Source: an optimization exercise on an open RTL-to-GDS flow (aim: a short achievable clock period and few clock cycles). Production flows keep margins and buffers that such runs may drop.
Only simulation tests tie the RTL to the original design; equivalence was not proved.

==> inputs of 03-15 <==
==> flow/design.v <==
package proc_pkg;
    localparam int word_width     = 32;
    localparam int reg_addr_width = 5;
    localparam logic [4:0] op_rtype = 5'd0;
    localparam logic [4:0] op_j     = 5'd1;
    localparam logic [4:0] op_bne   = 5'd2;
    localparam logic [4:0] op_jal   = 5'd3;
    localparam logic [4:0] op_jr    = 5'd4;
    localparam logic [4:0] op_addi  = 5'd5;
    localparam logic [4:0] op_blt   = 5'd6;
    localparam logic [4:0] op_sw    = 5'd7;
    localparam logic [4:0] op_lw    = 5'd8;
    localparam logic [4:0] op_setx  = 5'd21;
    localparam logic [4:0] op_bex   = 5'd22;
endpackage
`timescale 1ns/1ps
import proc_pkg::*;
module processor (
    input  logic        clock,
    input  logic        reset,
    output logic [31:0] address_imem,
    input  logic [31:0] q_imem,
    output logic [31:0] address_dmem,
    output logic [31:0] data,
    output logic        wren,
    input  logic [31:0] q_dmem
);
    logic [31:0] pc, ras;
    logic        fd_valid, fd_pred_taken;
    logic        fd_uses_rs, fd_uses_b, fd_use_imm, fd_writes;
    logic [4:0]  fd_b, fd_dest;
    logic [31:0] fd_ir, fd_pc, fd_pc1, fd_ras;
    logic        dx_valid;
    logic        dx_add, dx_sub, dx_and, dx_or, dx_sll, dx_sra, dx_addi, dx_mem;
    logic        dx_lw, dx_sw, dx_bne, dx_blt, dx_bex, dx_jr, dx_const_op, dx_we;
    logic        dx_pred_taken;
    logic [31:0] dx_a, dx_opb, dx_b, dx_const, dx_alt, dx_ras, dx_pc;
    logic        dx_dep;
    logic [4:0]  dx_shamt, dx_dest;
    logic [1:0]  dx_code;
    logic        fa_m, fa_w, fa_d;
    logic        fo_m, fo_w, fo_d;
    logic        fb_m, fb_w, fb_d;
    logic        xm_we, xm_exc, xm_lw, xm_wren;
    logic [4:0]  xm_dest;
    logic [1:0]  xm_code;
    logic [31:0] xm_alu, xm_sd;
    logic        mw_we;
    logic [4:0]  mw_dest;
    logic [31:0] mw_result;
    logic [31:0] regs [1:31];
    logic        stall, redirect, replay, flush, reset_r;
    logic [31:0] redirect_pc, flush_pc;
    logic [4:0]  f_op, f_rd, f_rt;
    logic [31:0] pc1, f_btgt, f_jtgt;
    logic        f_is_br, f_is_jd, f_is_jr, f_r;
    assign address_imem = pc;
    assign f_op = q_imem[31:27];
    assign f_rd = q_imem[26:22];
    assign f_rt = q_imem[16:12];
    assign f_r  = f_op == op_rtype;
    assign pc1  = pc + 32'd1;
    logic [16:0] kg [0:5];
    logic [16:0] kp [0:5];
    logic [16:0] f_lo;
    logic [14:0] f_hi, f_hi_p, f_hi_m;
    always_comb begin
        kg[0] = pc1[16:0] & q_imem[16:0];
        kp[0] = pc1[16:0] ^ q_imem[16:0];
        for (int k = 0; k < 5; k++) begin
            for (int i = 0; i < 17; i++) begin
                if (i >= (1 << k)) begin
                    kg[k+1][i] = kg[k][i] | (kp[k][i] & kg[k][i - (1 << k)]);
                    kp[k+1][i] = kp[k][i] & kp[k][i - (1 << k)];
                end else begin
                    kg[k+1][i] = kg[k][i];
                    kp[k+1][i] = kp[k][i];
                end
            end
        end
        f_lo = kp[0] ^ {kg[5][15:0], 1'b0};
    end
    assign f_hi_p = pc1[31:17] + 15'd1;
    assign f_hi_m = pc1[31:17] - 15'd1;
    assign f_hi   = (q_imem[16] == kg[5][16]) ? pc1[31:17] : kg[5][16] ? f_hi_p : f_hi_m;
    assign f_btgt = {f_hi, f_lo};
    assign f_jtgt = {5'd0, q_imem[26:0]};
    assign f_is_jd = f_op == op_j || f_op == op_jal || f_op == op_bex;
    assign f_is_br = f_op == op_bne || (f_op == op_blt && q_imem[16]);
    assign f_is_jr = f_op == op_jr;
    logic        s_red, s_hold, s_norm;
    logic [31:0] pc_d;
    assign s_red  = !reset && flush;
    assign s_hold = !reset && !flush && stall;
    assign s_norm = !reset && !flush && !stall;
    assign pc_d = ({32{s_red}} & flush_pc) |
                  ({32{s_hold}} & pc) |
                  ({32{s_norm && f_is_br}} & f_btgt) |
                  ({32{s_norm && f_is_jd}} & f_jtgt) |
                  ({32{s_norm && f_is_jr}} & ras) |
                  ({32{s_norm && !f_is_br && !f_is_jd && !f_is_jr}} & pc1);
    always_ff @(posedge clock) begin
        pc <= pc_d;
        if (reset)
            ras <= '0;
        else if (f_op == op_jal)
            ras <= pc1;
        if (reset || flush)
            fd_valid <= 1'b0;
        else if (!stall)
            fd_valid <= 1'b1;
    end
    always_ff @(posedge clock) begin
        if (!stall) begin
            fd_ir         <= q_imem;
            fd_pc         <= pc;
            fd_pc1        <= pc1;
            fd_ras        <= ras;
            fd_pred_taken <= f_is_br || f_is_jd || f_is_jr;
            fd_uses_rs    <= f_r || f_op == op_addi || f_op == op_sw || f_op == op_lw ||
                             f_op == op_bne || f_op == op_blt;
            fd_uses_b     <= f_r || f_op == op_sw || f_op == op_bne || f_op == op_blt ||
                             f_op == op_jr || f_op == op_bex;
            fd_use_imm    <= f_op == op_addi || f_op == op_sw || f_op == op_lw;
            fd_b          <= f_r ? f_rt : (f_op == op_bex) ? 5'd30 : f_rd;
            fd_writes     <= f_r || f_op == op_addi || f_op == op_lw || f_op == op_jal ||
                             f_op == op_setx;
            fd_dest       <= (f_op == op_jal) ? 5'd31 : (f_op == op_setx) ? 5'd30 : f_rd;
        end
    end
    logic [4:0]  d_op, d_rs, d_fn;
    logic [31:0] d_imm, d_ra, d_rb;
    logic        d_r, d_go, d_we;
    logic        xm_we_act;
    logic [4:0]  xm_dest_act;
    assign d_op  = fd_ir[31:27];
    assign d_rs  = fd_ir[21:17];
    assign d_fn  = fd_ir[6:2];
    assign d_imm = {{15{fd_ir[16]}}, fd_ir[16:0]};
    assign d_r   = d_op == op_rtype;
    assign d_we  = fd_writes && fd_dest != 5'd0;
    assign d_ra = (d_rs == 5'd0) ? 32'd0 :
                  (mw_we && mw_dest == d_rs) ? mw_result : regs[d_rs];
    assign d_rb = (fd_b == 5'd0) ? 32'd0 :
                  (mw_we && mw_dest == fd_b) ? mw_result : regs[fd_b];
    assign stall = fd_valid && dx_valid && dx_lw && dx_dest != 5'd0 &&
                   ((fd_uses_rs && d_rs == dx_dest) || (fd_uses_b && fd_b == dx_dest));
    assign d_go = fd_valid && !stall && !flush;
    assign xm_we_act   = xm_we || xm_exc;
    assign xm_dest_act = xm_exc ? 5'd30 : xm_dest;
    logic dx_fwd_m, dx_fwd_x;
    assign dx_fwd_m = dx_valid && dx_we && !dx_lw;
    assign dx_fwd_x = dx_valid && (dx_add || dx_sub || dx_addi);
    logic a_m, a_x, a_w, o_m, o_w, b_m, b_x, b_w;
    assign a_m = fd_uses_rs && dx_fwd_m && d_rs != 5'd0 && d_rs == dx_dest;
    assign a_x = fd_uses_rs && dx_fwd_x && d_rs == 5'd30;
    assign a_w = xm_we_act && d_rs != 5'd0 && d_rs == xm_dest_act;
    assign b_m = fd_uses_b && dx_fwd_m && fd_b != 5'd0 && fd_b == dx_dest;
    assign b_x = fd_uses_b && dx_fwd_x && fd_b == 5'd30;
    assign b_w = xm_we_act && fd_b != 5'd0 && fd_b == xm_dest_act;
    assign o_m = !fd_use_imm && b_m;
    assign o_w = !fd_use_imm && b_w;
    always_ff @(posedge clock) begin
        dx_valid    <= !reset && d_go;
        dx_add      <= d_r && d_fn == 5'd0;
        dx_sub      <= d_r && d_fn == 5'd1;
        dx_and      <= d_r && d_fn == 5'd2;
        dx_or       <= d_r && d_fn == 5'd3;
        dx_sll      <= d_r && d_fn == 5'd4;
        dx_sra      <= d_r && d_fn == 5'd5;
        dx_addi     <= d_op == op_addi;
        dx_mem      <= d_op == op_lw || d_op == op_sw;
        dx_lw       <= d_op == op_lw;
        dx_sw       <= d_op == op_sw;
        dx_bne      <= d_op == op_bne;
        dx_blt      <= d_op == op_blt;
        dx_bex      <= d_op == op_bex;
        dx_jr       <= d_op == op_jr;
        dx_const_op <= d_op == op_jal || d_op == op_setx;
        dx_we       <= d_we;
        dx_dest     <= fd_dest;
        dx_shamt    <= fd_ir[11:7];
        dx_code     <= (d_op == op_addi) ? 2'd2 : (d_fn == 5'd1) ? 2'd3 : 2'd1;
        dx_a        <= d_ra;
        dx_opb      <= fd_use_imm ? d_imm : d_rb;
        dx_b        <= d_rb;
        dx_const    <= (d_op == op_jal) ? fd_pc1 : {5'd0, fd_ir[26:0]};
        dx_alt      <= fd_pred_taken ? fd_pc1 : fd_pc1 + d_imm;
        dx_pred_taken <= fd_pred_taken;
        dx_ras      <= fd_ras;
        dx_pc       <= fd_pc;
        fa_m <= a_m;
        fa_w <= a_w && !a_m;
        fa_d <= !a_m && !a_w;
        fo_m <= o_m;
        fo_w <= o_w && !o_m;
        fo_d <= !o_m && !o_w;
        fb_m <= b_m;
        fb_w <= b_w && !b_m;
        fb_d <= !b_m && !b_w;
        dx_dep <= a_m || a_x || b_m || b_x;
    end
    logic [31:0] x_a, x_opb, x_b, x_code32;
    logic [31:0] x_sum, x_diff, x_result;
    logic        x_ovf_add, x_ovf_sub, x_exc, x_taken, x_cond;
    assign x_code32 = {30'd0, xm_code};
    assign x_a   = ({32{fa_m}} & xm_alu) | ({32{fa_w}} & mw_result) | ({32{fa_d}} & dx_a);
    assign x_opb = ({32{fo_m}} & xm_alu) | ({32{fo_w}} & mw_result) | ({32{fo_d}} & dx_opb);
    assign x_b   = ({32{fb_m}} & xm_alu) | ({32{fb_w}} & mw_result) | ({32{fb_d}} & dx_b);
    logic x_ok;
    assign replay = dx_valid && xm_exc && dx_dep;
    assign x_ok   = dx_valid && !xm_exc || dx_valid && !dx_dep;
    assign x_sum  = x_a + x_opb;
    assign x_diff = x_a - x_opb;
    always_comb begin
        x_result = '0;
        if (dx_add || dx_addi || dx_mem) x_result = x_sum;
        if (dx_sub)      x_result = x_diff;
        if (dx_and)      x_result = x_a & x_opb;
        if (dx_or)       x_result = x_a | x_opb;
        if (dx_sll)      x_result = x_a << dx_shamt;
        if (dx_sra)      x_result = $signed(x_a) >>> dx_shamt;
        if (dx_const_op) x_result = dx_const;
    end
    assign x_ovf_add = (x_a[31] == x_opb[31]) && (x_sum[31] != x_a[31]);
    assign x_ovf_sub = (x_a[31] != x_opb[31]) && (x_diff[31] != x_a[31]);
    assign x_exc     = x_ok && (((dx_add || dx_addi) && x_ovf_add) || (dx_sub && x_ovf_sub));
    assign x_cond  = dx_bne || dx_blt || dx_bex;
    assign x_taken = (dx_bne && x_b != x_a) ||
                     (dx_blt && $signed(x_b) < $signed(x_a)) ||
                     (dx_bex && x_b != 32'd0);
    assign redirect    = x_ok && ((x_cond && x_taken != dx_pred_taken) ||
                                  (dx_jr && x_b != dx_ras));
    assign redirect_pc = dx_jr ? x_b : dx_alt;
    assign flush       = replay || redirect;
    assign flush_pc    = replay ? dx_pc : redirect_pc;
    always_ff @(posedge clock) begin
        xm_we   <= !reset && x_ok && dx_we;
        xm_exc  <= !reset && x_exc;
        xm_lw   <= !reset && x_ok && dx_lw;
        xm_wren <= !reset && x_ok && dx_sw;
        xm_dest <= dx_dest;
        xm_code <= dx_code;
        xm_alu  <= x_result;
        xm_sd   <= x_b;
    end
    assign address_dmem = xm_alu;
    assign data         = xm_sd;
    assign wren         = xm_wren;
    always_ff @(posedge clock) begin
        mw_we     <= !reset && xm_we_act;
        mw_dest   <= xm_dest_act;
        mw_result <= xm_lw ? q_dmem : xm_exc ? x_code32 : xm_alu;
    end
    always_ff @(posedge clock) begin
        reset_r <= reset;
    end
    always_ff @(posedge clock) begin
        if (reset_r) begin
            for (int i = 1; i < 32; i++)
                regs[i] <= '0;
        end else if (mw_we) begin
            regs[mw_dest] <= mw_result;
        end
    end
endmodule
==> flow/flow/run.sh <==
#!/bin/bash
set -euo pipefail
bash standard.sh SETUP_SLACK_MARGIN=6.5 finish > standard_flow.log 2>&1
==> flow/standard.sh <==
#!/bin/bash
# synth_recipe.tcl (not shown) runs the flow's synth.tcl, then flattens the netlist and writes it again
# the make line also repeats each setting of config.mk as NAME=value (left out here)
make -C /OpenROAD-flow-scripts/flow DESIGN_CONFIG=/design/flow/config.mk WORK_HOME=/design/flow/orfs CLKGATE_MAP_FILE= SYNTH_SCRIPT=/design/flow/synth_recipe.tcl "${@:-finish}"
==> flow/config.mk <==
export PLATFORM = sky130hd
export DESIGN_NAME = processor
export DESIGN_NICKNAME = processor
export VERILOG_FILES = /design/flow/design.v
export SDC_FILE = /design/flow/constraint.sdc
export NUM_CORES = 4
export LEC_CHECK = 0
export ABC_CLOCK_PERIOD_IN_PS = 3000
export CAP_MARGIN = 20
export CORE_MARGIN = 2
export CORE_UTILIZATION = 40
export SLEW_MARGIN = 20
export TNS_END_PERCENT = 100
==> flow/constraint.sdc <==
create_clock -name core_clock -period 10.0 [get_ports {clock}]
set_input_delay 2.0000 -clock core_clock [delete_from_list [all_inputs] [get_ports {clock}]]
set_output_delay 2.0000 -clock core_clock [all_outputs]
set_load 0.01 [all_outputs]
==> inputs of 07-04, as changes to 03-15 <==
==> flow/design.v, changed modules only <==
module processor (
    input  logic        clock,
    input  logic        reset,
    output logic [31:0] address_imem,
    input  logic [31:0] q_imem,
    output logic [31:0] address_dmem,
    output logic [31:0] data,
    output logic        wren,
    input  logic [31:0] q_dmem
);
    logic [31:0] pc, ras;
    logic        fd_valid, fd_pred_taken;
    logic        fd_uses_rs, fd_uses_b, fd_use_imm, fd_writes;
    logic [4:0]  fd_b, fd_dest;
    logic [31:0] fd_ir, fd_pc1, fd_ras;
    logic        dx_valid;
    logic        dx_add, dx_sub, dx_and, dx_or, dx_sll, dx_sra, dx_addi, dx_mem;
    logic        dx_lw, dx_sw, dx_bne, dx_blt, dx_bex, dx_jr, dx_const_op, dx_we;
    logic        dx_pred_taken;
    logic [31:0] dx_a, dx_opb, dx_b, dx_const, dx_alt, dx_ras;
    logic [4:0]  dx_shamt, dx_dest;
    logic [1:0]  dx_code;
    logic        fa_m, fa_x, fa_w;
    logic        fo_m, fo_x, fo_w;
    logic        fb_m, fb_x, fb_w;
    logic        xm_we, xm_exc, xm_lw, xm_wren;
    logic [4:0]  xm_dest;
    logic [1:0]  xm_code;
    logic [31:0] xm_alu, xm_sd;
    logic        mw_we;
    logic [4:0]  mw_dest;
    logic [31:0] mw_result;
    logic [31:0] regs [1:31];
    logic        stall, redirect;
    logic [31:0] redirect_pc;
    logic [4:0]  f_op, f_rd, f_rt;
    logic [31:0] pc1, f_btgt, f_jtgt;
    logic        f_is_br, f_is_jd, f_is_jr, f_r;
    assign address_imem = pc;
    assign f_op = q_imem[31:27];
    assign f_rd = q_imem[26:22];
    assign f_rt = q_imem[16:12];
    assign f_r  = f_op == op_rtype;
    assign pc1  = pc + 32'd1;
    logic [16:0] kg [0:5];
    logic [16:0] kp [0:5];
    logic [16:0] f_lo;
    logic [14:0] f_hi, f_hi_p, f_hi_m;
    always_comb begin
        kg[0] = pc1[16:0] & q_imem[16:0];
        kp[0] = pc1[16:0] ^ q_imem[16:0];
        for (int k = 0; k < 5; k++) begin
            for (int i = 0; i < 17; i++) begin
                if (i >= (1 << k)) begin
                    kg[k+1][i] = kg[k][i] | (kp[k][i] & kg[k][i - (1 << k)]);
                    kp[k+1][i] = kp[k][i] & kp[k][i - (1 << k)];
                end else begin
                    kg[k+1][i] = kg[k][i];
                    kp[k+1][i] = kp[k][i];
                end
            end
        end
        f_lo = kp[0] ^ {kg[5][15:0], 1'b0};
    end
    assign f_hi_p = pc1[31:17] + 15'd1;
    assign f_hi_m = pc1[31:17] - 15'd1;
    assign f_hi   = (q_imem[16] == kg[5][16]) ? pc1[31:17] : kg[5][16] ? f_hi_p : f_hi_m;
    assign f_btgt = {f_hi, f_lo};
    assign f_jtgt = {5'd0, q_imem[26:0]};
    assign f_is_jd = f_op == op_j || f_op == op_jal || f_op == op_bex;
    assign f_is_br = f_op == op_bne || (f_op == op_blt && q_imem[16]);
    assign f_is_jr = f_op == op_jr;
    logic        s_red, s_hold, s_norm;
    logic [31:0] pc_d;
    assign s_red  = !reset && redirect;
    assign s_hold = !reset && !redirect && stall;
    assign s_norm = !reset && !redirect && !stall;
    assign pc_d = ({32{s_red}} & redirect_pc) |
                  ({32{s_hold}} & pc) |
                  ({32{s_norm && f_is_br}} & f_btgt) |
                  ({32{s_norm && f_is_jd}} & f_jtgt) |
                  ({32{s_norm && f_is_jr}} & ras) |
                  ({32{s_norm && !f_is_br && !f_is_jd && !f_is_jr}} & pc1);
    always_ff @(posedge clock) begin
        pc <= pc_d;
        if (reset)
            ras <= '0;
        else if (f_op == op_jal)
            ras <= pc1;
        if (reset || redirect)
            fd_valid <= 1'b0;
        else if (!stall)
            fd_valid <= 1'b1;
    end
    always_ff @(posedge clock) begin
        if (!stall) begin
            fd_ir         <= q_imem;
            fd_pc1        <= pc1;
            fd_ras        <= ras;
            fd_pred_taken <= f_is_br || f_is_jd || f_is_jr;
            fd_uses_rs    <= f_r || f_op == op_addi || f_op == op_sw || f_op == op_lw ||
                             f_op == op_bne || f_op == op_blt;
            fd_uses_b     <= f_r || f_op == op_sw || f_op == op_bne || f_op == op_blt ||
                             f_op == op_jr || f_op == op_bex;
            fd_use_imm    <= f_op == op_addi || f_op == op_sw || f_op == op_lw;
            fd_b          <= f_r ? f_rt : (f_op == op_bex) ? 5'd30 : f_rd;
            fd_writes     <= f_r || f_op == op_addi || f_op == op_lw || f_op == op_jal ||
                             f_op == op_setx;
            fd_dest       <= (f_op == op_jal) ? 5'd31 : (f_op == op_setx) ? 5'd30 : f_rd;
        end
    end
    logic [4:0]  d_op, d_rs, d_fn;
    logic [31:0] d_imm, d_ra, d_rb;
    logic        d_r, d_go, d_we;
    logic        xm_we_act;
    logic [4:0]  xm_dest_act;
    assign d_op  = fd_ir[31:27];
    assign d_rs  = fd_ir[21:17];
    assign d_fn  = fd_ir[6:2];
    assign d_imm = {{15{fd_ir[16]}}, fd_ir[16:0]};
    assign d_r   = d_op == op_rtype;
    assign d_we  = fd_writes && fd_dest != 5'd0;
    assign d_ra = (d_rs == 5'd0) ? 32'd0 :
                  (mw_we && mw_dest == d_rs) ? mw_result : regs[d_rs];
    assign d_rb = (fd_b == 5'd0) ? 32'd0 :
                  (mw_we && mw_dest == fd_b) ? mw_result : regs[fd_b];
    assign stall = fd_valid && dx_valid && dx_lw && dx_dest != 5'd0 &&
                   ((fd_uses_rs && d_rs == dx_dest) || (fd_uses_b && fd_b == dx_dest));
    assign d_go = fd_valid && !stall && !redirect;
    assign xm_we_act   = xm_we || xm_exc;
    assign xm_dest_act = xm_exc ? 5'd30 : xm_dest;
    logic dx_fwd_m, dx_fwd_x;
    assign dx_fwd_m = dx_valid && dx_we && !dx_lw;
    assign dx_fwd_x = dx_valid && (dx_add || dx_sub || dx_addi);
    always_ff @(posedge clock) begin
        dx_valid    <= !reset && d_go;
        dx_add      <= d_r && d_fn == 5'd0;
        dx_sub      <= d_r && d_fn == 5'd1;
        dx_and      <= d_r && d_fn == 5'd2;
        dx_or       <= d_r && d_fn == 5'd3;
        dx_sll      <= d_r && d_fn == 5'd4;
        dx_sra      <= d_r && d_fn == 5'd5;
        dx_addi     <= d_op == op_addi;
        dx_mem      <= d_op == op_lw || d_op == op_sw;
        dx_lw       <= d_op == op_lw;
        dx_sw       <= d_op == op_sw;
        dx_bne      <= d_op == op_bne;
        dx_blt      <= d_op == op_blt;
        dx_bex      <= d_op == op_bex;
        dx_jr       <= d_op == op_jr;
        dx_const_op <= d_op == op_jal || d_op == op_setx;
        dx_we       <= d_we;
        dx_dest     <= fd_dest;
        dx_shamt    <= fd_ir[11:7];
        dx_code     <= (d_op == op_addi) ? 2'd2 : (d_fn == 5'd1) ? 2'd3 : 2'd1;
        dx_a        <= d_ra;
        dx_opb      <= fd_use_imm ? d_imm : d_rb;
        dx_b        <= d_rb;
        dx_const    <= (d_op == op_jal) ? fd_pc1 : {5'd0, fd_ir[26:0]};
        dx_alt      <= fd_pred_taken ? fd_pc1 : fd_pc1 + d_imm;
        dx_pred_taken <= fd_pred_taken;
        dx_ras      <= fd_ras;
        fa_m <= dx_fwd_m && d_rs != 5'd0 && d_rs == dx_dest;
        fa_x <= dx_fwd_x && d_rs == 5'd30;
        fa_w <= xm_we_act && d_rs != 5'd0 && d_rs == xm_dest_act;
        fo_m <= !fd_use_imm && dx_fwd_m && fd_b != 5'd0 && fd_b == dx_dest;
        fo_x <= !fd_use_imm && dx_fwd_x && fd_b == 5'd30;
        fo_w <= !fd_use_imm && xm_we_act && fd_b != 5'd0 && fd_b == xm_dest_act;
        fb_m <= dx_fwd_m && fd_b != 5'd0 && fd_b == dx_dest;
        fb_x <= dx_fwd_x && fd_b == 5'd30;
        fb_w <= xm_we_act && fd_b != 5'd0 && fd_b == xm_dest_act;
    end
    logic [31:0] x_a, x_opb, x_b, x_code32;
    logic [31:0] x_sum, x_diff, x_result;
    logic        x_ovf_add, x_ovf_sub, x_exc, x_taken, x_cond;
    assign x_code32 = {30'd0, xm_code};
    assign x_a   = xm_exc ? (fa_x ? x_code32 : fa_w ? mw_result : dx_a) :
                            (fa_m ? xm_alu   : fa_w ? mw_result : dx_a);
    assign x_opb = xm_exc ? (fo_x ? x_code32 : fo_w ? mw_result : dx_opb) :
                            (fo_m ? xm_alu   : fo_w ? mw_result : dx_opb);
    assign x_b   = xm_exc ? (fb_x ? x_code32 : fb_w ? mw_result : dx_b) :
                            (fb_m ? xm_alu   : fb_w ? mw_result : dx_b);
    assign x_sum  = x_a + x_opb;
    assign x_diff = x_a - x_opb;
    always_comb begin
        x_result = '0;
        if (dx_add || dx_addi || dx_mem) x_result = x_sum;
        if (dx_sub)      x_result = x_diff;
        if (dx_and)      x_result = x_a & x_opb;
        if (dx_or)       x_result = x_a | x_opb;
        if (dx_sll)      x_result = x_a << dx_shamt;
        if (dx_sra)      x_result = $signed(x_a) >>> dx_shamt;
        if (dx_const_op) x_result = dx_const;
    end
    assign x_ovf_add = (x_a[31] == x_opb[31]) && (x_sum[31] != x_a[31]);
    assign x_ovf_sub = (x_a[31] != x_opb[31]) && (x_diff[31] != x_a[31]);
    assign x_exc     = dx_valid && (((dx_add || dx_addi) && x_ovf_add) || (dx_sub && x_ovf_sub));
    assign x_cond  = dx_bne || dx_blt || dx_bex;
    assign x_taken = (dx_bne && x_b != x_a) ||
                     (dx_blt && $signed(x_b) < $signed(x_a)) ||
                     (dx_bex && x_b != 32'd0);
    assign redirect    = dx_valid && ((x_cond && x_taken != dx_pred_taken) ||
                                      (dx_jr && x_b != dx_ras));
    assign redirect_pc = dx_jr ? x_b : dx_alt;
    always_ff @(posedge clock) begin
        xm_we   <= !reset && dx_valid && dx_we;
        xm_exc  <= !reset && x_exc;
        xm_lw   <= !reset && dx_valid && dx_lw;
        xm_wren <= !reset && dx_valid && dx_sw;
        xm_dest <= dx_dest;
        xm_code <= dx_code;
        xm_alu  <= x_result;
        xm_sd   <= x_b;
    end
    assign address_dmem = xm_alu;
    assign data         = xm_sd;
    assign wren         = xm_wren;
    always_ff @(posedge clock) begin
        mw_we     <= !reset && xm_we_act;
        mw_dest   <= xm_dest_act;
        mw_result <= xm_lw ? q_dmem : xm_exc ? x_code32 : xm_alu;
    end
    always_ff @(posedge clock) begin
        if (reset) begin
            for (int i = 1; i < 32; i++)
                regs[i] <= '0;
        end else if (mw_we) begin
            regs[mw_dest] <= mw_result;
        end
    end
endmodule
==> flow/run.sh (new file) <==
#!/bin/bash
# synth_recipe.tcl (not shown) runs the flow's synth.tcl, then flattens the netlist and writes it again
# the make line also repeats each setting of config.mk as NAME=value (left out here)
make -C /OpenROAD-flow-scripts/flow DESIGN_CONFIG=/design/flow/config.mk WORK_HOME=/design/flow/orfs CLKGATE_MAP_FILE= SYNTH_SCRIPT=/design/flow/synth_recipe.tcl finish
- SETUP_SLACK_MARGIN: default -> 5
removed: flow/flow/run.sh
removed: flow/standard.sh
==> results_dict.tcl <==
set metrics [dict create \
    run_status "failed layout checks" \
    check-failures "capacitance limit" \
    maxCapViolCount 1 \
    cp.arrival_ns 5.69 \
    hold_start "dx_code[0]$_SDFF_PP0_" \
    p_clk_w 0.00623 \
    placed_cells_incl_taps 9405 \
    groute.usage.overall_pct 29.0 \
    pg_seq_w 0.00776 \
    r2r-start "fa_m$_DFF_P_" \
    skew_ns 0.0748 \
    cts.repair.resized 108 \
    vias 60900 \
]
the above is filed under 07-04

==> results_dict.tcl <==
set metrics [dict create \
    run_status "timing/DRC/antenna clean" \
    insertedDiodeCount 8 \
    skew_ns 0.0488 \
    cts.repair.resized 959 \
    p_clk_w 0.00654 \
    placed_cells_incl_taps 9524 \
    r2r-start "pc[2]$_DFF_P_" \
    groute.usage.overall_pct 29.6 \
    cp.arrival_ns 5.99 \
    crit_fanout 4 \
    pg_seq_w 0.00810 \
]
the above is filed under 03-15

Testbench counts of 03-15, summed over its fixed seeds: cycles 40,804.
Testbench counts of 07-04, summed over its fixed seeds: cycles 40,684.

[what the ideal ports hide]
The flow's constraints put no driver on any port. The routed layouts listed below were extracted and timed again, unchanged, in two steps. Step 1, drivers: a clkbuf_16 drives clock and a buf_2 each remaining input, both assumed. Step 2 adds t to the input delays and takes it off the output delays; t is the mean of the earliest and latest rising clock arrival at the registers after step 1. Input paths then give back, and output paths get back, about the clock's delay inside the block. Three values: ideal, step 1, step 2; two values: the first two.
| run | shift t [ns] | setup slack, ns | slew at the worst register clock pin (ns) |
|---|---|---|---|
| 03-15 | 0.917 | 4.715 / 4.748 / 3.831 | 0.08 / 0.08 |
| 07-04 | 0.897 | 5.002 / 5.002 / 4.213 | 0.07 / 0.07 |
For 03-15, which loses most, drivers alone change the setup slack by +0.033 ns; drivers and shift together by -0.884 ns.
